This is an optimization exercise on Yosys and OpenROAD, whose aim is a short achievable clock period, not a production implementation. Only simulation tests tie the RTL to the original design; equivalence was not proved. Power and IR drop assume default switching activity.

## flow/design.v (module list and top-level ports; edited modules follow where they fit)
// module branch_target_predictor: 1933 lines
// module btb_g_inv: 3 lines
// module btb_g_nand2: 3 lines
// module btb_g_nand3: 3 lines
// module btb_g_nor2: 3 lines
// module btb_g_nor4: 4 lines
// module btb_g_and2: 3 lines
// module btb_g_xor2: 3 lines
// module btb_g_nand4: 4 lines
// module btb_g_o21ai: 3 lines
// module btb_g_a22oi: 4 lines
// module btb_g_xnor2: 3 lines
// module btb_g_o22ai: 4 lines
// module btb_g_mux2i: 3 lines
module branch_target_predictor #(
  parameter int unsigned ADDR_W   = 32,
  parameter int unsigned ENTRIES  = 16,
  parameter logic [1:0]  CTR_INIT = 2'b01,
  parameter int unsigned CNT_W    = 16
) (
  input  logic              clk,
  input  logic              reset,
  input  logic              enable,
  input  logic [ADDR_W-1:0] pc_f,
  output logic              pred_hit,
  output logic              pred_taken,
  output logic [ADDR_W-1:0] pred_target,
  input  logic              upd_valid,
  input  logic [ADDR_W-1:0] upd_pc,
  input  logic              upd_taken,
  input  logic [ADDR_W-1:0] upd_target,
  input  logic              upd_pred_taken,
  input  logic [ADDR_W-1:0] upd_pred_target,
  input  logic              flush_all,
  output logic              mispredict,
  output logic [CNT_W-1:0]  branch_cnt,
  output logic [CNT_W-1:0]  mispred_cnt
);
  // ...
==> flow/flow/run.sh <==
#!/bin/bash
# Own layout flow: the standard synthesis unchanged, then the standard ORFS
# steps with delay cells kept out of buffering (so port buffers and repair
# buffers are real buffers), port buffers of a fixed drive strength, and the
# lookup's ports grouped on one edge (flow/io.tcl, before pin placement).
set -euo pipefail
HERE=$(pwd)
PLAT_DU="sky130_fd_sc_hd__probe_p_8 sky130_fd_sc_hd__probec_p_8 sky130_fd_sc_hd__lpflow_bleeder_1 sky130_fd_sc_hd__lpflow_clkbufkapwr_1 sky130_fd_sc_hd__lpflow_clkbufkapwr_16 sky130_fd_sc_hd__lpflow_clkbufkapwr_2 sky130_fd_sc_hd__lpflow_clkbufkapwr_4 sky130_fd_sc_hd__lpflow_clkbufkapwr_8 sky130_fd_sc_hd__lpflow_clkinvkapwr_1 sky130_fd_sc_hd__lpflow_clkinvkapwr_16 sky130_fd_sc_hd__lpflow_clkinvkapwr_2 sky130_fd_sc_hd__lpflow_clkinvkapwr_4 sky130_fd_sc_hd__lpflow_clkinvkapwr_8 sky130_fd_sc_hd__lpflow_decapkapwr_12 sky130_fd_sc_hd__lpflow_decapkapwr_3 sky130_fd_sc_hd__lpflow_decapkapwr_4 sky130_fd_sc_hd__lpflow_decapkapwr_6 sky130_fd_sc_hd__lpflow_decapkapwr_8 sky130_fd_sc_hd__lpflow_inputiso0n_1 sky130_fd_sc_hd__lpflow_inputiso0p_1 sky130_fd_sc_hd__lpflow_inputiso1n_1 sky130_fd_sc_hd__lpflow_inputiso1p_1 sky130_fd_sc_hd__lpflow_inputisolatch_1 sky130_fd_sc_hd__lpflow_isobufsrc_1 sky130_fd_sc_hd__lpflow_isobufsrc_16 sky130_fd_sc_hd__lpflow_isobufsrc_2 sky130_fd_sc_hd__lpflow_isobufsrc_4 sky130_fd_sc_hd__lpflow_isobufsrc_8 sky130_fd_sc_hd__lpflow_isobufsrckapwr_16 sky130_fd_sc_hd__lpflow_lsbuf_lh_hl_isowell_tap_1 sky130_fd_sc_hd__lpflow_lsbuf_lh_hl_isowell_tap_2 sky130_fd_sc_hd__lpflow_lsbuf_lh_hl_isowell_tap_4 sky130_fd_sc_hd__lpflow_lsbuf_lh_isowell_4 sky130_fd_sc_hd__lpflow_lsbuf_lh_isowell_tap_1 sky130_fd_sc_hd__lpflow_lsbuf_lh_isowell_tap_2 sky130_fd_sc_hd__lpflow_lsbuf_lh_isowell_tap_4"
DU="$PLAT_DU sky130_fd_sc_hd__dlygate4sd1_1 sky130_fd_sc_hd__dlygate4sd2_1 sky130_fd_sc_hd__dlygate4sd3_1 sky130_fd_sc_hd__clkdlybuf4s15_1 sky130_fd_sc_hd__clkdlybuf4s15_2 sky130_fd_sc_hd__clkdlybuf4s18_1 sky130_fd_sc_hd__clkdlybuf4s18_2 sky130_fd_sc_hd__clkdlybuf4s25_1 sky130_fd_sc_hd__clkdlybuf4s25_2 sky130_fd_sc_hd__clkdlybuf4s50_1 sky130_fd_sc_hd__clkdlybuf4s50_2 sky130_fd_sc_hd__dlymetal6s2s_1 sky130_fd_sc_hd__dlymetal6s4s_1 sky130_fd_sc_hd__dlymetal6s6s_1"

bash standard.sh synth > flow_synth.log 2>&1
bash standard.sh "DONT_USE_CELLS=$DU" \
  "BUFFER_PORTS_ARGS=-buffer_cell sky130_fd_sc_hd__buf_6" \
  "PRE_IO_PLACEMENT_TCL=$HERE/flow/io.tcl" \
  "GLOBAL_PLACEMENT_ARGS=-timing_driven_net_weight_max 10 -timing_driven_nets_percentage 20" \
  finish > flow_layout.log 2>&1
==> flow/flow/io.tcl <==
# Pin placement that keeps each critical cone compact: the fetch PC bits
# interleaved with the predicted target bits (and hit/taken) on the left edge;
# the resolved and predicted targets interleaved with the other mispredict
# inputs and output on the right edge. Other pins are placed freely.
set btb_pins {}
for {set k 0} {$k < 32} {incr k} {
  lappend btb_pins "pc_f\[$k\]" "pred_target\[$k\]"
}
lappend btb_pins pred_hit pred_taken
set_io_pin_constraint -pin_names $btb_pins -region left:* -group -order
set mis_pins {}
for {set k 0} {$k < 16} {incr k} {
  lappend mis_pins "upd_target\[$k\]" "upd_pred_target\[$k\]"
}
lappend mis_pins upd_taken upd_pred_taken upd_valid mispredict
for {set k 16} {$k < 32} {incr k} {
  lappend mis_pins "upd_target\[$k\]" "upd_pred_target\[$k\]"
}
set_io_pin_constraint -pin_names $mis_pins -region right:* -group -order
==> flow/standard.sh <==
#!/bin/bash
# synth_recipe.tcl (not shown) runs the flow's synth.tcl, then flattens the netlist and writes it again
# the make line also repeats each setting of config.mk as NAME=value (left out here)
make -C /OpenROAD-flow-scripts/flow DESIGN_CONFIG=/design/flow/config.mk WORK_HOME=/design/flow/orfs CLKGATE_MAP_FILE= SYNTH_SCRIPT=/design/flow/synth_recipe.tcl "${@:-finish}"
==> flow/config.mk <==
export PLATFORM = sky130hd
export DESIGN_NAME = branch_target_predictor
export DESIGN_NICKNAME = branch_target_predictor
export VERILOG_FILES = /design/flow/design.v
export SDC_FILE = /design/flow/constraint.sdc
export NUM_CORES = 4
export LEC_CHECK = 0
export ABC_CLOCK_PERIOD_IN_PS = 2500
export CAP_MARGIN = 20
export CORE_MARGIN = 2
export CORE_UTILIZATION = 65
export PLACE_DENSITY = 0.75
export SETUP_SLACK_MARGIN = 3.0
export SLEW_MARGIN = 20
export SYNTH_HIERARCHICAL = 1
export SYNTH_MINIMUM_KEEP_SIZE = 0
export TNS_END_PERCENT = 20
==> flow/constraint.sdc <==
create_clock -name core_clock -period 7.0 [get_ports {clk}]
set_input_delay 1.4000 -clock core_clock [delete_from_list [all_inputs] [get_ports {clk}]]
set_output_delay 1.4000 -clock core_clock [all_outputs]
set_load 0.01 [all_outputs]
==> impl_results.md, run 1 <==
* Die height at 278 um
* Worst hold path type: register to register
* Multi-input gate area at 19500 um2
* Number of non-clock buffers at 456
* Unrepaired setup endpoints after global routing: true
* DR top layer: met5
* Grt ovf at 0
* Max-area cell class: flip-flops and latches
* WHS Endpoint: valid_q[11]
* Slew headroom at 0.232
* Synth area leader: edfxtp_1
* Clock share of power at 0.410
* Grt met3 use at 0.119
* Post-synthesis sequential area ratio at 0.612
* Worst hold path cell count at 1
* R2r worst-path depth at 5
* CTS tree: yes
* Max reg flops at 512
* Complex-gate fraction of the synthesized area at 0.0898
* FMAX at 204 MHz
* DP HPWL at 88400 um
* R2r endpoint: ctr_q[0]
* Max Cap Violations at 0
* Slew Limit Fails at 0
* Top pwr grp: sequential cells
* Setup TNS at 0 ns
* Clk Latency, worst-skew pair at 0.68 ns
* Logic gate share of total power at 0.109
* CTS clock-pin slew for the worst setup and hold paths at 0.06 ns
* Post-route cell area at 59400 um2
* Port buffer count at 199
* Worst setup SP type: input port
* Starting Density at 0.655
* Status: complete, no violations
==> inputs of run 2 (changes only) <==
--- a/flow/design.v
+++ b/flow/design.v
@@ -373,4 +373,21 @@
   btb_g_inv u_idxn3 (.a(f_idx[3]), .y(f_idx_n[3]));
+  logic [ENTRIES-1:0] c_ndec;
+  btb_g_nand4 u_cdec0 (.a(f_idx_n[0]), .b(f_idx_n[1]), .c(f_idx_n[2]), .d(f_idx_n[3]), .y(c_ndec[0]));
+  btb_g_nand4 u_cdec1 (.a(f_idx[0]), .b(f_idx_n[1]), .c(f_idx_n[2]), .d(f_idx_n[3]), .y(c_ndec[1]));
+  btb_g_nand4 u_cdec2 (.a(f_idx_n[0]), .b(f_idx[1]), .c(f_idx_n[2]), .d(f_idx_n[3]), .y(c_ndec[2]));
+  btb_g_nand4 u_cdec3 (.a(f_idx[0]), .b(f_idx[1]), .c(f_idx_n[2]), .d(f_idx_n[3]), .y(c_ndec[3]));
+  btb_g_nand4 u_cdec4 (.a(f_idx_n[0]), .b(f_idx_n[1]), .c(f_idx[2]), .d(f_idx_n[3]), .y(c_ndec[4]));
+  btb_g_nand4 u_cdec5 (.a(f_idx[0]), .b(f_idx_n[1]), .c(f_idx[2]), .d(f_idx_n[3]), .y(c_ndec[5]));
+  btb_g_nand4 u_cdec6 (.a(f_idx_n[0]), .b(f_idx[1]), .c(f_idx[2]), .d(f_idx_n[3]), .y(c_ndec[6]));
+  btb_g_nand4 u_cdec7 (.a(f_idx[0]), .b(f_idx[1]), .c(f_idx[2]), .d(f_idx_n[3]), .y(c_ndec[7]));
+  btb_g_nand4 u_cdec8 (.a(f_idx_n[0]), .b(f_idx_n[1]), .c(f_idx_n[2]), .d(f_idx[3]), .y(c_ndec[8]));
+  btb_g_nand4 u_cdec9 (.a(f_idx[0]), .b(f_idx_n[1]), .c(f_idx_n[2]), .d(f_idx[3]), .y(c_ndec[9]));
+  btb_g_nand4 u_cdec10 (.a(f_idx_n[0]), .b(f_idx[1]), .c(f_idx_n[2]), .d(f_idx[3]), .y(c_ndec[10]));
+  btb_g_nand4 u_cdec11 (.a(f_idx[0]), .b(f_idx[1]), .c(f_idx_n[2]), .d(f_idx[3]), .y(c_ndec[11]));
+  btb_g_nand4 u_cdec12 (.a(f_idx_n[0]), .b(f_idx_n[1]), .c(f_idx[2]), .d(f_idx[3]), .y(c_ndec[12]));
+  btb_g_nand4 u_cdec13 (.a(f_idx[0]), .b(f_idx_n[1]), .c(f_idx[2]), .d(f_idx[3]), .y(c_ndec[13]));
+  btb_g_nand4 u_cdec14 (.a(f_idx_n[0]), .b(f_idx[1]), .c(f_idx[2]), .d(f_idx[3]), .y(c_ndec[14]));
+  btb_g_nand4 u_cdec15 (.a(f_idx[0]), .b(f_idx[1]), .c(f_idx[2]), .d(f_idx[3]), .y(c_ndec[15]));
   logic [26-1:0] m0;
-  logic [6:0] g0;
+  logic [5:0] g0;
   logic [2:0] q0;
@@ -409,5 +426,4 @@
   btb_g_nand4 u_g0_5 (.a(m0[20]), .b(m0[21]), .c(m0[22]), .d(m0[23]), .y(g0[5]));
-  btb_g_nand4 u_g0_6 (.a(m0[24]), .b(m0[25]), .c(f_idx_n[0]), .d(f_idx_n[1]), .y(g0[6]));
-  btb_g_nand3 u_gh0 (.a(f_idx_n[2]), .b(f_idx_n[3]), .c(valid_q[0]), .y(gh0));
-  btb_g_nand3 u_gt0 (.a(f_idx_n[2]), .b(f_idx_n[3]), .c(e_tv[0]), .y(gt0));
+  btb_g_nand3 u_gh0 (.a(m0[24]), .b(m0[25]), .c(valid_q[0]), .y(gh0));
+  btb_g_nand3 u_gt0 (.a(m0[24]), .b(m0[25]), .c(e_tv[0]), .y(gt0));
   btb_g_nor2 u_q0_0 (.a(g0[0]), .b(g0[1]), .y(q0[0]));
@@ -415,4 +431,4 @@
   btb_g_nor2 u_q0_2 (.a(g0[4]), .b(g0[5]), .y(q0[2]));
-  btb_g_nor2 u_qh0 (.a(g0[6]), .b(gh0), .y(qh0));
-  btb_g_nor2 u_qt0 (.a(g0[6]), .b(gt0), .y(qt0));
+  btb_g_nor2 u_qh0 (.a(c_ndec[0]), .b(gh0), .y(qh0));
+  btb_g_nor2 u_qt0 (.a(c_ndec[0]), .b(gt0), .y(qt0));
   btb_g_nand4 u_mh0 (.a(q0[0]), .b(q0[1]), .c(q0[2]), .d(qh0), .y(mh0));
@@ -420,3 +436,3 @@
   logic [26-1:0] m1;
-  logic [6:0] g1;
+  logic [5:0] g1;
   logic [2:0] q1;
@@ -455,5 +471,4 @@
   btb_g_nand4 u_g1_5 (.a(m1[20]), .b(m1[21]), .c(m1[22]), .d(m1[23]), .y(g1[5]));
-  btb_g_nand4 u_g1_6 (.a(m1[24]), .b(m1[25]), .c(f_idx[0]), .d(f_idx_n[1]), .y(g1[6]));
-  btb_g_nand3 u_gh1 (.a(f_idx_n[2]), .b(f_idx_n[3]), .c(valid_q[1]), .y(gh1));
-  btb_g_nand3 u_gt1 (.a(f_idx_n[2]), .b(f_idx_n[3]), .c(e_tv[1]), .y(gt1));
+  btb_g_nand3 u_gh1 (.a(m1[24]), .b(m1[25]), .c(valid_q[1]), .y(gh1));
+  btb_g_nand3 u_gt1 (.a(m1[24]), .b(m1[25]), .c(e_tv[1]), .y(gt1));
   btb_g_nor2 u_q1_0 (.a(g1[0]), .b(g1[1]), .y(q1[0]));
@@ -461,4 +476,4 @@
   btb_g_nor2 u_q1_2 (.a(g1[4]), .b(g1[5]), .y(q1[2]));
-  btb_g_nor2 u_qh1 (.a(g1[6]), .b(gh1), .y(qh1));
-  btb_g_nor2 u_qt1 (.a(g1[6]), .b(gt1), .y(qt1));
+  btb_g_nor2 u_qh1 (.a(c_ndec[1]), .b(gh1), .y(qh1));
+  btb_g_nor2 u_qt1 (.a(c_ndec[1]), .b(gt1), .y(qt1));
   btb_g_nand4 u_mh1 (.a(q1[0]), .b(q1[1]), .c(q1[2]), .d(qh1), .y(mh1));
@@ -466,3 +481,3 @@
   logic [26-1:0] m2;
-  logic [6:0] g2;
+  logic [5:0] g2;
   logic [2:0] q2;
@@ -501,5 +516,4 @@
   btb_g_nand4 u_g2_5 (.a(m2[20]), .b(m2[21]), .c(m2[22]), .d(m2[23]), .y(g2[5]));
-  btb_g_nand4 u_g2_6 (.a(m2[24]), .b(m2[25]), .c(f_idx_n[0]), .d(f_idx[1]), .y(g2[6]));
-  btb_g_nand3 u_gh2 (.a(f_idx_n[2]), .b(f_idx_n[3]), .c(valid_q[2]), .y(gh2));
-  btb_g_nand3 u_gt2 (.a(f_idx_n[2]), .b(f_idx_n[3]), .c(e_tv[2]), .y(gt2));
+  btb_g_nand3 u_gh2 (.a(m2[24]), .b(m2[25]), .c(valid_q[2]), .y(gh2));
+  btb_g_nand3 u_gt2 (.a(m2[24]), .b(m2[25]), .c(e_tv[2]), .y(gt2));
   btb_g_nor2 u_q2_0 (.a(g2[0]), .b(g2[1]), .y(q2[0]));
@@ -507,4 +521,4 @@
   btb_g_nor2 u_q2_2 (.a(g2[4]), .b(g2[5]), .y(q2[2]));
-  btb_g_nor2 u_qh2 (.a(g2[6]), .b(gh2), .y(qh2));
-  btb_g_nor2 u_qt2 (.a(g2[6]), .b(gt2), .y(qt2));
+  btb_g_nor2 u_qh2 (.a(c_ndec[2]), .b(gh2), .y(qh2));
+  btb_g_nor2 u_qt2 (.a(c_ndec[2]), .b(gt2), .y(qt2));
   btb_g_nand4 u_mh2 (.a(q2[0]), .b(q2[1]), .c(q2[2]), .d(qh2), .y(mh2));
@@ -512,3 +526,3 @@
   logic [26-1:0] m3;
-  logic [6:0] g3;
+  logic [5:0] g3;
   logic [2:0] q3;
@@ -547,5 +561,4 @@
   btb_g_nand4 u_g3_5 (.a(m3[20]), .b(m3[21]), .c(m3[22]), .d(m3[23]), .y(g3[5]));
-  btb_g_nand4 u_g3_6 (.a(m3[24]), .b(m3[25]), .c(f_idx[0]), .d(f_idx[1]), .y(g3[6]));
-  btb_g_nand3 u_gh3 (.a(f_idx_n[2]), .b(f_idx_n[3]), .c(valid_q[3]), .y(gh3));
-  btb_g_nand3 u_gt3 (.a(f_idx_n[2]), .b(f_idx_n[3]), .c(e_tv[3]), .y(gt3));
+  btb_g_nand3 u_gh3 (.a(m3[24]), .b(m3[25]), .c(valid_q[3]), .y(gh3));
+  btb_g_nand3 u_gt3 (.a(m3[24]), .b(m3[25]), .c(e_tv[3]), .y(gt3));
   btb_g_nor2 u_q3_0 (.a(g3[0]), .b(g3[1]), .y(q3[0]));
@@ -553,4 +566,4 @@
   btb_g_nor2 u_q3_2 (.a(g3[4]), .b(g3[5]), .y(q3[2]));
-  btb_g_nor2 u_qh3 (.a(g3[6]), .b(gh3), .y(qh3));
-  btb_g_nor2 u_qt3 (.a(g3[6]), .b(gt3), .y(qt3));
+  btb_g_nor2 u_qh3 (.a(c_ndec[3]), .b(gh3), .y(qh3));
+  btb_g_nor2 u_qt3 (.a(c_ndec[3]), .b(gt3), .y(qt3));
   btb_g_nand4 u_mh3 (.a(q3[0]), .b(q3[1]), .c(q3[2]), .d(qh3), .y(mh3));
@@ -558,3 +571,3 @@
   logic [26-1:0] m4;
-  logic [6:0] g4;
+  logic [5:0] g4;
   logic [2:0] q4;
@@ -593,5 +606,4 @@
   btb_g_nand4 u_g4_5 (.a(m4[20]), .b(m4[21]), .c(m4[22]), .d(m4[23]), .y(g4[5]));
-  btb_g_nand4 u_g4_6 (.a(m4[24]), .b(m4[25]), .c(f_idx_n[0]), .d(f_idx_n[1]), .y(g4[6]));
-  btb_g_nand3 u_gh4 (.a(f_idx[2]), .b(f_idx_n[3]), .c(valid_q[4]), .y(gh4));
-  btb_g_nand3 u_gt4 (.a(f_idx[2]), .b(f_idx_n[3]), .c(e_tv[4]), .y(gt4));
+  btb_g_nand3 u_gh4 (.a(m4[24]), .b(m4[25]), .c(valid_q[4]), .y(gh4));
+  btb_g_nand3 u_gt4 (.a(m4[24]), .b(m4[25]), .c(e_tv[4]), .y(gt4));
   btb_g_nor2 u_q4_0 (.a(g4[0]), .b(g4[1]), .y(q4[0]));
@@ -599,4 +611,4 @@
   btb_g_nor2 u_q4_2 (.a(g4[4]), .b(g4[5]), .y(q4[2]));
-  btb_g_nor2 u_qh4 (.a(g4[6]), .b(gh4), .y(qh4));
-  btb_g_nor2 u_qt4 (.a(g4[6]), .b(gt4), .y(qt4));
+  btb_g_nor2 u_qh4 (.a(c_ndec[4]), .b(gh4), .y(qh4));
+  btb_g_nor2 u_qt4 (.a(c_ndec[4]), .b(gt4), .y(qt4));
   btb_g_nand4 u_mh4 (.a(q4[0]), .b(q4[1]), .c(q4[2]), .d(qh4), .y(mh4));
@@ -604,3 +616,3 @@
   logic [26-1:0] m5;
-  logic [6:0] g5;
+  logic [5:0] g5;
   logic [2:0] q5;
@@ -639,5 +651,4 @@
   btb_g_nand4 u_g5_5 (.a(m5[20]), .b(m5[21]), .c(m5[22]), .d(m5[23]), .y(g5[5]));
-  btb_g_nand4 u_g5_6 (.a(m5[24]), .b(m5[25]), .c(f_idx[0]), .d(f_idx_n[1]), .y(g5[6]));
-  btb_g_nand3 u_gh5 (.a(f_idx[2]), .b(f_idx_n[3]), .c(valid_q[5]), .y(gh5));
-  btb_g_nand3 u_gt5 (.a(f_idx[2]), .b(f_idx_n[3]), .c(e_tv[5]), .y(gt5));
+  btb_g_nand3 u_gh5 (.a(m5[24]), .b(m5[25]), .c(valid_q[5]), .y(gh5));
+  btb_g_nand3 u_gt5 (.a(m5[24]), .b(m5[25]), .c(e_tv[5]), .y(gt5));
   btb_g_nor2 u_q5_0 (.a(g5[0]), .b(g5[1]), .y(q5[0]));
@@ -645,4 +656,4 @@
   btb_g_nor2 u_q5_2 (.a(g5[4]), .b(g5[5]), .y(q5[2]));
-  btb_g_nor2 u_qh5 (.a(g5[6]), .b(gh5), .y(qh5));
-  btb_g_nor2 u_qt5 (.a(g5[6]), .b(gt5), .y(qt5));
+  btb_g_nor2 u_qh5 (.a(c_ndec[5]), .b(gh5), .y(qh5));
+  btb_g_nor2 u_qt5 (.a(c_ndec[5]), .b(gt5), .y(qt5));
   btb_g_nand4 u_mh5 (.a(q5[0]), .b(q5[1]), .c(q5[2]), .d(qh5), .y(mh5));
@@ -650,3 +661,3 @@
   logic [26-1:0] m6;
-  logic [6:0] g6;
+  logic [5:0] g6;
   logic [2:0] q6;
@@ -685,5 +696,4 @@
   btb_g_nand4 u_g6_5 (.a(m6[20]), .b(m6[21]), .c(m6[22]), .d(m6[23]), .y(g6[5]));
-  btb_g_nand4 u_g6_6 (.a(m6[24]), .b(m6[25]), .c(f_idx_n[0]), .d(f_idx[1]), .y(g6[6]));
-  btb_g_nand3 u_gh6 (.a(f_idx[2]), .b(f_idx_n[3]), .c(valid_q[6]), .y(gh6));
-  btb_g_nand3 u_gt6 (.a(f_idx[2]), .b(f_idx_n[3]), .c(e_tv[6]), .y(gt6));
+  btb_g_nand3 u_gh6 (.a(m6[24]), .b(m6[25]), .c(valid_q[6]), .y(gh6));
+  btb_g_nand3 u_gt6 (.a(m6[24]), .b(m6[25]), .c(e_tv[6]), .y(gt6));
   btb_g_nor2 u_q6_0 (.a(g6[0]), .b(g6[1]), .y(q6[0]));
@@ -691,4 +701,4 @@
   btb_g_nor2 u_q6_2 (.a(g6[4]), .b(g6[5]), .y(q6[2]));
-  btb_g_nor2 u_qh6 (.a(g6[6]), .b(gh6), .y(qh6));
-  btb_g_nor2 u_qt6 (.a(g6[6]), .b(gt6), .y(qt6));
+  btb_g_nor2 u_qh6 (.a(c_ndec[6]), .b(gh6), .y(qh6));
+  btb_g_nor2 u_qt6 (.a(c_ndec[6]), .b(gt6), .y(qt6));
   btb_g_nand4 u_mh6 (.a(q6[0]), .b(q6[1]), .c(q6[2]), .d(qh6), .y(mh6));
@@ -696,3 +706,3 @@
   logic [26-1:0] m7;
-  logic [6:0] g7;
+  logic [5:0] g7;
   logic [2:0] q7;
@@ -731,5 +741,4 @@
   btb_g_nand4 u_g7_5 (.a(m7[20]), .b(m7[21]), .c(m7[22]), .d(m7[23]), .y(g7[5]));
-  btb_g_nand4 u_g7_6 (.a(m7[24]), .b(m7[25]), .c(f_idx[0]), .d(f_idx[1]), .y(g7[6]));
-  btb_g_nand3 u_gh7 (.a(f_idx[2]), .b(f_idx_n[3]), .c(valid_q[7]), .y(gh7));
-  btb_g_nand3 u_gt7 (.a(f_idx[2]), .b(f_idx_n[3]), .c(e_tv[7]), .y(gt7));
+  btb_g_nand3 u_gh7 (.a(m7[24]), .b(m7[25]), .c(valid_q[7]), .y(gh7));
+  btb_g_nand3 u_gt7 (.a(m7[24]), .b(m7[25]), .c(e_tv[7]), .y(gt7));
   btb_g_nor2 u_q7_0 (.a(g7[0]), .b(g7[1]), .y(q7[0]));
@@ -737,4 +746,4 @@
   btb_g_nor2 u_q7_2 (.a(g7[4]), .b(g7[5]), .y(q7[2]));
-  btb_g_nor2 u_qh7 (.a(g7[6]), .b(gh7), .y(qh7));
-  btb_g_nor2 u_qt7 (.a(g7[6]), .b(gt7), .y(qt7));
+  btb_g_nor2 u_qh7 (.a(c_ndec[7]), .b(gh7), .y(qh7));
+  btb_g_nor2 u_qt7 (.a(c_ndec[7]), .b(gt7), .y(qt7));
   btb_g_nand4 u_mh7 (.a(q7[0]), .b(q7[1]), .c(q7[2]), .d(qh7), .y(mh7));
@@ -742,3 +751,3 @@
   logic [26-1:0] m8;
-  logic [6:0] g8;
+  logic [5:0] g8;
   logic [2:0] q8;
@@ -777,5 +786,4 @@
   btb_g_nand4 u_g8_5 (.a(m8[20]), .b(m8[21]), .c(m8[22]), .d(m8[23]), .y(g8[5]));
-  btb_g_nand4 u_g8_6 (.a(m8[24]), .b(m8[25]), .c(f_idx_n[0]), .d(f_idx_n[1]), .y(g8[6]));
-  btb_g_nand3 u_gh8 (.a(f_idx_n[2]), .b(f_idx[3]), .c(valid_q[8]), .y(gh8));
-  btb_g_nand3 u_gt8 (.a(f_idx_n[2]), .b(f_idx[3]), .c(e_tv[8]), .y(gt8));
+  btb_g_nand3 u_gh8 (.a(m8[24]), .b(m8[25]), .c(valid_q[8]), .y(gh8));
+  btb_g_nand3 u_gt8 (.a(m8[24]), .b(m8[25]), .c(e_tv[8]), .y(gt8));
   btb_g_nor2 u_q8_0 (.a(g8[0]), .b(g8[1]), .y(q8[0]));
@@ -783,4 +791,4 @@
   btb_g_nor2 u_q8_2 (.a(g8[4]), .b(g8[5]), .y(q8[2]));
-  btb_g_nor2 u_qh8 (.a(g8[6]), .b(gh8), .y(qh8));
-  btb_g_nor2 u_qt8 (.a(g8[6]), .b(gt8), .y(qt8));
+  btb_g_nor2 u_qh8 (.a(c_ndec[8]), .b(gh8), .y(qh8));
+  btb_g_nor2 u_qt8 (.a(c_ndec[8]), .b(gt8), .y(qt8));
   btb_g_nand4 u_mh8 (.a(q8[0]), .b(q8[1]), .c(q8[2]), .d(qh8), .y(mh8));
@@ -788,3 +796,3 @@
   logic [26-1:0] m9;
-  logic [6:0] g9;
+  logic [5:0] g9;
   logic [2:0] q9;
@@ -823,5 +831,4 @@
   btb_g_nand4 u_g9_5 (.a(m9[20]), .b(m9[21]), .c(m9[22]), .d(m9[23]), .y(g9[5]));
-  btb_g_nand4 u_g9_6 (.a(m9[24]), .b(m9[25]), .c(f_idx[0]), .d(f_idx_n[1]), .y(g9[6]));
-  btb_g_nand3 u_gh9 (.a(f_idx_n[2]), .b(f_idx[3]), .c(valid_q[9]), .y(gh9));
-  btb_g_nand3 u_gt9 (.a(f_idx_n[2]), .b(f_idx[3]), .c(e_tv[9]), .y(gt9));
+  btb_g_nand3 u_gh9 (.a(m9[24]), .b(m9[25]), .c(valid_q[9]), .y(gh9));
+  btb_g_nand3 u_gt9 (.a(m9[24]), .b(m9[25]), .c(e_tv[9]), .y(gt9));
   btb_g_nor2 u_q9_0 (.a(g9[0]), .b(g9[1]), .y(q9[0]));
@@ -829,4 +836,4 @@
   btb_g_nor2 u_q9_2 (.a(g9[4]), .b(g9[5]), .y(q9[2]));
-  btb_g_nor2 u_qh9 (.a(g9[6]), .b(gh9), .y(qh9));
-  btb_g_nor2 u_qt9 (.a(g9[6]), .b(gt9), .y(qt9));
+  btb_g_nor2 u_qh9 (.a(c_ndec[9]), .b(gh9), .y(qh9));
+  btb_g_nor2 u_qt9 (.a(c_ndec[9]), .b(gt9), .y(qt9));
   btb_g_nand4 u_mh9 (.a(q9[0]), .b(q9[1]), .c(q9[2]), .d(qh9), .y(mh9));
@@ -834,3 +841,3 @@
   logic [26-1:0] m10;
-  logic [6:0] g10;
+  logic [5:0] g10;
   logic [2:0] q10;
@@ -869,5 +876,4 @@
   btb_g_nand4 u_g10_5 (.a(m10[20]), .b(m10[21]), .c(m10[22]), .d(m10[23]), .y(g10[5]));
-  btb_g_nand4 u_g10_6 (.a(m10[24]), .b(m10[25]), .c(f_idx_n[0]), .d(f_idx[1]), .y(g10[6]));
-  btb_g_nand3 u_gh10 (.a(f_idx_n[2]), .b(f_idx[3]), .c(valid_q[10]), .y(gh10));
-  btb_g_nand3 u_gt10 (.a(f_idx_n[2]), .b(f_idx[3]), .c(e_tv[10]), .y(gt10));
+  btb_g_nand3 u_gh10 (.a(m10[24]), .b(m10[25]), .c(valid_q[10]), .y(gh10));
+  btb_g_nand3 u_gt10 (.a(m10[24]), .b(m10[25]), .c(e_tv[10]), .y(gt10));
   btb_g_nor2 u_q10_0 (.a(g10[0]), .b(g10[1]), .y(q10[0]));
@@ -875,4 +881,4 @@
   btb_g_nor2 u_q10_2 (.a(g10[4]), .b(g10[5]), .y(q10[2]));
-  btb_g_nor2 u_qh10 (.a(g10[6]), .b(gh10), .y(qh10));
-  btb_g_nor2 u_qt10 (.a(g10[6]), .b(gt10), .y(qt10));
+  btb_g_nor2 u_qh10 (.a(c_ndec[10]), .b(gh10), .y(qh10));
+  btb_g_nor2 u_qt10 (.a(c_ndec[10]), .b(gt10), .y(qt10));
   btb_g_nand4 u_mh10 (.a(q10[0]), .b(q10[1]), .c(q10[2]), .d(qh10), .y(mh10));
@@ -880,3 +886,3 @@
   logic [26-1:0] m11;
-  logic [6:0] g11;
+  logic [5:0] g11;
   logic [2:0] q11;
@@ -915,5 +921,4 @@
   btb_g_nand4 u_g11_5 (.a(m11[20]), .b(m11[21]), .c(m11[22]), .d(m11[23]), .y(g11[5]));
-  btb_g_nand4 u_g11_6 (.a(m11[24]), .b(m11[25]), .c(f_idx[0]), .d(f_idx[1]), .y(g11[6]));
-  btb_g_nand3 u_gh11 (.a(f_idx_n[2]), .b(f_idx[3]), .c(valid_q[11]), .y(gh11));
-  btb_g_nand3 u_gt11 (.a(f_idx_n[2]), .b(f_idx[3]), .c(e_tv[11]), .y(gt11));
+  btb_g_nand3 u_gh11 (.a(m11[24]), .b(m11[25]), .c(valid_q[11]), .y(gh11));
+  btb_g_nand3 u_gt11 (.a(m11[24]), .b(m11[25]), .c(e_tv[11]), .y(gt11));
   btb_g_nor2 u_q11_0 (.a(g11[0]), .b(g11[1]), .y(q11[0]));
@@ -921,4 +926,4 @@
   btb_g_nor2 u_q11_2 (.a(g11[4]), .b(g11[5]), .y(q11[2]));
-  btb_g_nor2 u_qh11 (.a(g11[6]), .b(gh11), .y(qh11));
-  btb_g_nor2 u_qt11 (.a(g11[6]), .b(gt11), .y(qt11));
+  btb_g_nor2 u_qh11 (.a(c_ndec[11]), .b(gh11), .y(qh11));
+  btb_g_nor2 u_qt11 (.a(c_ndec[11]), .b(gt11), .y(qt11));
   btb_g_nand4 u_mh11 (.a(q11[0]), .b(q11[1]), .c(q11[2]), .d(qh11), .y(mh11));
@@ -926,3 +931,3 @@
   logic [26-1:0] m12;
-  logic [6:0] g12;
+  logic [5:0] g12;
   logic [2:0] q12;
@@ -961,5 +966,4 @@
   btb_g_nand4 u_g12_5 (.a(m12[20]), .b(m12[21]), .c(m12[22]), .d(m12[23]), .y(g12[5]));
-  btb_g_nand4 u_g12_6 (.a(m12[24]), .b(m12[25]), .c(f_idx_n[0]), .d(f_idx_n[1]), .y(g12[6]));
-  btb_g_nand3 u_gh12 (.a(f_idx[2]), .b(f_idx[3]), .c(valid_q[12]), .y(gh12));
-  btb_g_nand3 u_gt12 (.a(f_idx[2]), .b(f_idx[3]), .c(e_tv[12]), .y(gt12));
+  btb_g_nand3 u_gh12 (.a(m12[24]), .b(m12[25]), .c(valid_q[12]), .y(gh12));
+  btb_g_nand3 u_gt12 (.a(m12[24]), .b(m12[25]), .c(e_tv[12]), .y(gt12));
   btb_g_nor2 u_q12_0 (.a(g12[0]), .b(g12[1]), .y(q12[0]));
@@ -967,4 +971,4 @@
   btb_g_nor2 u_q12_2 (.a(g12[4]), .b(g12[5]), .y(q12[2]));
-  btb_g_nor2 u_qh12 (.a(g12[6]), .b(gh12), .y(qh12));
-  btb_g_nor2 u_qt12 (.a(g12[6]), .b(gt12), .y(qt12));
+  btb_g_nor2 u_qh12 (.a(c_ndec[12]), .b(gh12), .y(qh12));
+  btb_g_nor2 u_qt12 (.a(c_ndec[12]), .b(gt12), .y(qt12));
   btb_g_nand4 u_mh12 (.a(q12[0]), .b(q12[1]), .c(q12[2]), .d(qh12), .y(mh12));
@@ -972,3 +976,3 @@
   logic [26-1:0] m13;
-  logic [6:0] g13;
+  logic [5:0] g13;
   logic [2:0] q13;
@@ -1007,5 +1011,4 @@
   btb_g_nand4 u_g13_5 (.a(m13[20]), .b(m13[21]), .c(m13[22]), .d(m13[23]), .y(g13[5]));
-  btb_g_nand4 u_g13_6 (.a(m13[24]), .b(m13[25]), .c(f_idx[0]), .d(f_idx_n[1]), .y(g13[6]));
-  btb_g_nand3 u_gh13 (.a(f_idx[2]), .b(f_idx[3]), .c(valid_q[13]), .y(gh13));
-  btb_g_nand3 u_gt13 (.a(f_idx[2]), .b(f_idx[3]), .c(e_tv[13]), .y(gt13));
+  btb_g_nand3 u_gh13 (.a(m13[24]), .b(m13[25]), .c(valid_q[13]), .y(gh13));
+  btb_g_nand3 u_gt13 (.a(m13[24]), .b(m13[25]), .c(e_tv[13]), .y(gt13));
   btb_g_nor2 u_q13_0 (.a(g13[0]), .b(g13[1]), .y(q13[0]));
@@ -1013,4 +1016,4 @@
   btb_g_nor2 u_q13_2 (.a(g13[4]), .b(g13[5]), .y(q13[2]));
-  btb_g_nor2 u_qh13 (.a(g13[6]), .b(gh13), .y(qh13));
-  btb_g_nor2 u_qt13 (.a(g13[6]), .b(gt13), .y(qt13));
+  btb_g_nor2 u_qh13 (.a(c_ndec[13]), .b(gh13), .y(qh13));
+  btb_g_nor2 u_qt13 (.a(c_ndec[13]), .b(gt13), .y(qt13));
   btb_g_nand4 u_mh13 (.a(q13[0]), .b(q13[1]), .c(q13[2]), .d(qh13), .y(mh13));
@@ -1018,3 +1021,3 @@
   logic [26-1:0] m14;
-  logic [6:0] g14;
+  logic [5:0] g14;
   logic [2:0] q14;
@@ -1053,5 +1056,4 @@
   btb_g_nand4 u_g14_5 (.a(m14[20]), .b(m14[21]), .c(m14[22]), .d(m14[23]), .y(g14[5]));
-  btb_g_nand4 u_g14_6 (.a(m14[24]), .b(m14[25]), .c(f_idx_n[0]), .d(f_idx[1]), .y(g14[6]));
-  btb_g_nand3 u_gh14 (.a(f_idx[2]), .b(f_idx[3]), .c(valid_q[14]), .y(gh14));
-  btb_g_nand3 u_gt14 (.a(f_idx[2]), .b(f_idx[3]), .c(e_tv[14]), .y(gt14));
+  btb_g_nand3 u_gh14 (.a(m14[24]), .b(m14[25]), .c(valid_q[14]), .y(gh14));
+  btb_g_nand3 u_gt14 (.a(m14[24]), .b(m14[25]), .c(e_tv[14]), .y(gt14));
   btb_g_nor2 u_q14_0 (.a(g14[0]), .b(g14[1]), .y(q14[0]));
@@ -1059,4 +1061,4 @@
   btb_g_nor2 u_q14_2 (.a(g14[4]), .b(g14[5]), .y(q14[2]));
-  btb_g_nor2 u_qh14 (.a(g14[6]), .b(gh14), .y(qh14));
-  btb_g_nor2 u_qt14 (.a(g14[6]), .b(gt14), .y(qt14));
+  btb_g_nor2 u_qh14 (.a(c_ndec[14]), .b(gh14), .y(qh14));
+  btb_g_nor2 u_qt14 (.a(c_ndec[14]), .b(gt14), .y(qt14));
   btb_g_nand4 u_mh14 (.a(q14[0]), .b(q14[1]), .c(q14[2]), .d(qh14), .y(mh14));
@@ -1064,3 +1066,3 @@
   logic [26-1:0] m15;
-  logic [6:0] g15;
+  logic [5:0] g15;
   logic [2:0] q15;
@@ -1099,5 +1101,4 @@
   btb_g_nand4 u_g15_5 (.a(m15[20]), .b(m15[21]), .c(m15[22]), .d(m15[23]), .y(g15[5]));
-  btb_g_nand4 u_g15_6 (.a(m15[24]), .b(m15[25]), .c(f_idx[0]), .d(f_idx[1]), .y(g15[6]));
-  btb_g_nand3 u_gh15 (.a(f_idx[2]), .b(f_idx[3]), .c(valid_q[15]), .y(gh15));
-  btb_g_nand3 u_gt15 (.a(f_idx[2]), .b(f_idx[3]), .c(e_tv[15]), .y(gt15));
+  btb_g_nand3 u_gh15 (.a(m15[24]), .b(m15[25]), .c(valid_q[15]), .y(gh15));
+  btb_g_nand3 u_gt15 (.a(m15[24]), .b(m15[25]), .c(e_tv[15]), .y(gt15));
   btb_g_nor2 u_q15_0 (.a(g15[0]), .b(g15[1]), .y(q15[0]));
@@ -1105,4 +1106,4 @@
   btb_g_nor2 u_q15_2 (.a(g15[4]), .b(g15[5]), .y(q15[2]));
-  btb_g_nor2 u_qh15 (.a(g15[6]), .b(gh15), .y(qh15));
-  btb_g_nor2 u_qt15 (.a(g15[6]), .b(gt15), .y(qt15));
+  btb_g_nor2 u_qh15 (.a(c_ndec[15]), .b(gh15), .y(qh15));
+  btb_g_nor2 u_qt15 (.a(c_ndec[15]), .b(gt15), .y(qt15));
   btb_g_nand4 u_mh15 (.a(q15[0]), .b(q15[1]), .c(q15[2]), .d(qh15), .y(mh15));
==> impl_results.md, run 2 <==
* Async S/R FF share, synth at 0 (unchanged)
* Worst hold path cell count at 1 (unchanged)
* Total via count in the routed design at 33900 (was 34600)
* DP HPWL at 88900 um (was 88400 um)
* Max reg flops at 512 (unchanged)
* Commonest non-fill, non-tap cell in the layout: edfxtp_1 (unchanged)
* P_leak at 18.7 nW (was 19.2 nW)
* Routability cong. at 0.951 (was 0.917)
* Final worst path period need at 4.97 ns (was 4.91 ns)
* Max VDD drop at 0.254 mV (was 0.224 mV)
* Synthesized area per cell at 14.0 um2 (unchanged)
* Final Hold Fails at 0 (unchanged)
* TritonCTS Buffers at 100 (was 103)
* Initial antenna violation count at 11 (was 9)
* Top cells by area, synth: edfxtp_1 59%, xnor2_1 13%, a22oi_2 8.2% (unchanged)
* Cell Rows at 100 (unchanged)
* # DRC at 0 (unchanged)
* Final Power at 0.0137 W (was 0.0139 W)
* Yosys cell types at 35 (unchanged)
* Pre-Repair DR Iteration Count at 8 (was 7)
* Synthesized Nets at 3611 (unchanged)
* R2r endpoint: ctr_q[25] (was ctr_q[0])
* Htree depth at 3 (unchanged)
* CP max stage delay at 0.29 ns (was 0.30 ns)
* CTS clock-pin slew for the worst setup and hold paths at 0.06 ns (about the same)
* Post-synth top area share at 0.592 (unchanged)
* Most frequent cells in the layout: 960 x edfxtp_1, 687 x xnor2_1, 320 x a22oi_2 (was 960 x edfxtp_1, 665 x xnor2_1, 320 x a22oi_2)
* Die Footprint at 77100 um2 (unchanged)
* Critical path required time at 5.60 ns (about the same)
* FMAX at 201 MHz (was 204 MHz)
* Crit path DAT at 3.57 ns (was 3.51 ns)
* Routed WL at 158000 um (was 165000 um)
* Crit path max fanout at 17 (was 19)
* Status: complete, no violations (unchanged)
* Vias in the first global route at 33100 (was 33000)
* Layout cell share with drive strength beyond 1 at 0.242 (was 0.261)
* Pwr dens at 234 nW/um2 (was 233 nW/um2)
* Max Cap Violations at 0 (unchanged)
* Grt ovf at 0 (unchanged)
* FILL cells at 4203 (was 4116)
* Synth area leader: edfxtp_1 (unchanged)
* Post-route cell area at 58700 um2 (was 59400 um2)
* Critical Path End Type: primary output (unchanged)
* Critical path type: input port to primary output (unchanged)
* CP Cell Sequence: buf_12 -> xnor2_1 -> nand3_1 -> nor2_2 -> nand4_1 -> nand4_1 -> nor2_4 -> buf_12 -> nand2_8 -> mux2i_4 -> buf_6 (was buf_12 -> xnor2_1 -> nand4_1 -> nor2_2 -> nand4_1 -> nand4_1 -> nor2_4 -> buf_12 -> nand2_8 -> mux2i_4 -> buf_6)
* Critical path's slowest cell: xnor2_1 (was nand4_1)
* Slew headroom at 0.204 (was 0.232)
* CTS tree: yes (unchanged)
* Fin crit share at 0.710 (was 0.702)
* Die width at 278 um (unchanged)
* Area of the core at 74300 um2 (unchanged)
* Reg-to-Reg Start: tag_q[336] (was tag_q[19])
* Post-synthesis sequential area ratio at 0.612 (unchanged)
* Worst hold path type: register to register (unchanged)
* First-pass GRT wire length at 221000 um (was 225000 um)
* Slew Limit Fails at 0 (unchanged)
* Slew of the pin with the lowest slew margin at 1.19 ns (was 1.15 ns)
* Setup TNS at 0 ns (unchanged)
* Post-Syn Area at 48700 um2 (unchanged)
* Ports at 202 (unchanged)
* Final setup vio count at 0 (unchanged)
* Multi-input gate area at 19200 um2 (was 19500 um2)
* R2r worst-path depth at 5 (unchanged)
* Final net count at 4067 (was 4105)
* EDFF count, synth at 960 (unchanged)
* Avg WL per Cell at 31.7 um (was 32.9 um)
* Vias per inst at 6.79 (was 6.88)
* Hold-fix buffers, CTS at 0 (unchanged)
* Clk_skew at 0.0127 ns (was 0.0245 ns)
* WHS Endpoint: valid_q[0] (was valid_q[11])
* CTS sink cnt at 1008 (unchanged)
* Register bit total from synthesis at 1008 (unchanged)
* Mapped Cells at 3476 (unchanged)
* Starting Density at 0.655 (unchanged)
* Most numerous cell in the Yosys netlist: edfxtp_1 (unchanged)
* Drt initial violations at 4412 (was 5519)
* Unrepaired setup endpoints after global routing: true (unchanged)
* Largest net degree at the start of global routing at 56 (was 88)
* Top reg by flops: tgt_q (unchanged)
* Top Registers: tgt_q x512, tag_q x416, ctr_q x32 (unchanged)
* DP Worst Slack at 1.44 ns (was 1.25 ns)
* Max Buffers Root-to-Sink at 3 (unchanged)
* CTS root buffer: clkbuf_16 (unchanged)
* Cell area after placement at 52400 um2 (was 52500 um2)
* Warnings from Yosys at 7 (unchanged)
* Top cells by count, synth: 960 x edfxtp_1, 695 x xnor2_1, 320 x a22oi_2 (unchanged)
* Die height at 278 um (unchanged)
* Worst setup SP type: input port (unchanged)
* Final WS setup at 2.03 ns (was 2.09 ns)
* Sequential cell area at 29800 um2 (unchanged)
* Post-DRT Antenna Nets at 0 (unchanged)
* Layout area overhead at 20.6% (was 22.1%)
* Clk Latency, worst-skew pair at 0.67 ns (was 0.68 ns)
* Overall Global Routing Usage at 0.398 (was 0.407)
* Hold slack at 0.530 ns (was 0.546 ns)
* R2r setup slk at 4.61 ns (about the same)
* Post-synth top flop: edfxtp_1 (unchanged)
* Hold Path Origin: valid_q[0] (was valid_q[11])
* Port buffer count at 199 (unchanged)
## run 2: changes by cell type in the layout (fill, tap and decap cells not counted), sizes merged
| cell | before | now |
|---|---|---|
| clkinv | 43 | 37 |
| clkbuf | 148 | 132 |
| diode | 2 | 3 |
| nor2 | 242 | 241 |
| buf | 432 | 411 |
| bufbuf | 3 | 2 |
| clkinvlp | 8 | 9 |
| bufinv | 15 | 16 |
## run 2: final cells by class
cell class              count  area share
flip-flops and latches   1008       0.507
multi-input cells        2359       0.326
repair buffers            420      0.0836
clock buffers             125      0.0454
well taps                 969      0.0207
clock inverters            62      0.0133
inverters                  41     0.00288
repair inverters            2    0.000256
diodes                      3    0.000128
## run 2: stage by stage
step | util | std cells
after detailed placement | 0.705 | 4619
final | 0.790 | 4989
after CTS | 0.779 | 4946
after floorplan | - | 3476
after global routing | 0.790 | 4986
after global placement | 0.705 | 4619
## run 2: critical path: cells and delay by family
| family | cells | cell delay (ns) |
|---|---|---|
| AND/OR/NAND/NOR | 6 | 1.11 |
| buffers and inverters | 3 | 0.46 |
| XOR/XNOR | 1 | 0.29 |
| multiplexers | 1 | 0.27 |
## run 2: metal layers
layer	track usage	wire (um)
met5	0	55
met2	0.599	69600
met1	0.528	57300
met3	0.126	22300
met4	0.196	8940
## run 2: cells by family (layout without fill, tap and decap cells)
logic type | count (synthesis) | after routing | share of synthesized area
AOI/OAI and AO/OA | 361 | 361 | 0.0898
xor gates and xnor gates | 956 | 956 | 0.173
buffers and inverters | 109 | 650 | 0.0118
DFF | 1008 | 1008 | 0.612
muxes | 58 | 58 | 0.0119
other | 0 | 3 | 0
and+or+nand+nor | 984 | 984 | 0.102
## run 2: where the power goes
| part | switching [W] | internal (W) | total, W |
|---|---|---|---|
| combinational | 0.000872 | 0.000551 | 0.00142 |
| sequential | 0.0000287 | 0.00664 | 0.00667 |
| clock | 0.00234 | 0.00331 | 0.00565 |
## run 2: worst max path at each step
stage / from / end / slack, ns / cells past startpoint
after floorplan: pc_f[3] / pred_target[0] / 0.67 / 7
after global placement: pc_f[5] / pred_target[7] / 1.50 / 10
after detailed placement: pc_f[5] / pred_target[9] / 1.44 / 10
after CTS: pc_f[3] / pred_target[8] / 2.25 / 12
after global routing: pc_f[9] / pred_target[2] / 2.10 / 11
final: pc_f[31] / pred_target[19] / 2.03 / 11
## run 2: what timing repair did
item / in CTS / in global routing
buffers inserted: 133 / 31
setup endpoints to repair: 86 / 161
gates cloned: 7 / 5
resized for setup: 178 / 80
pin swaps: 16 / 28
## run 2: per-module statistics from Yosys (local to each module, per instance), excerpt
module                   cells  flops+latches  cell area, um2
btb_g_nor2                   1              0            3.75
btb_g_and2                   1              0            6.26
btb_g_nand4                  1              0            6.26
btb_g_xor2                   1              0            8.76
branch_target_predictor   1949           1008           36700
btb_g_nor4                   1              0            12.5
btb_g_nand2                  1              0            3.75
btb_g_xnor2                  1              0            8.76

-- port drivers added, routing unchanged --
The results above use ideal ports. As a check the final layouts listed here were re-extracted and re-timed, cells and wires unchanged. Step 1, drivers: a clkbuf_16 drives clk and a buf_2 each remaining input, both assumed. Step 2 also shifts input and output timing later by t, the mid clock arrival at the registers, as if the neighbouring blocks saw the same clock. a / b / c = no drivers / after step 1 / after step 2; a / b = the first two.
run	t (ns)	slack for setup (ns)	worst data-port slew with drivers (ns)
run 1	0.738	2.088 / 1.857 / 1.857	0.38
run 2	0.744	2.029 / 1.917 / 1.917	0.23
After both steps every run listed still meets setup and hold. The setup slack of run 1, which loses most, moves by -0.231 ns with the drivers and by -0.231 ns with both steps.
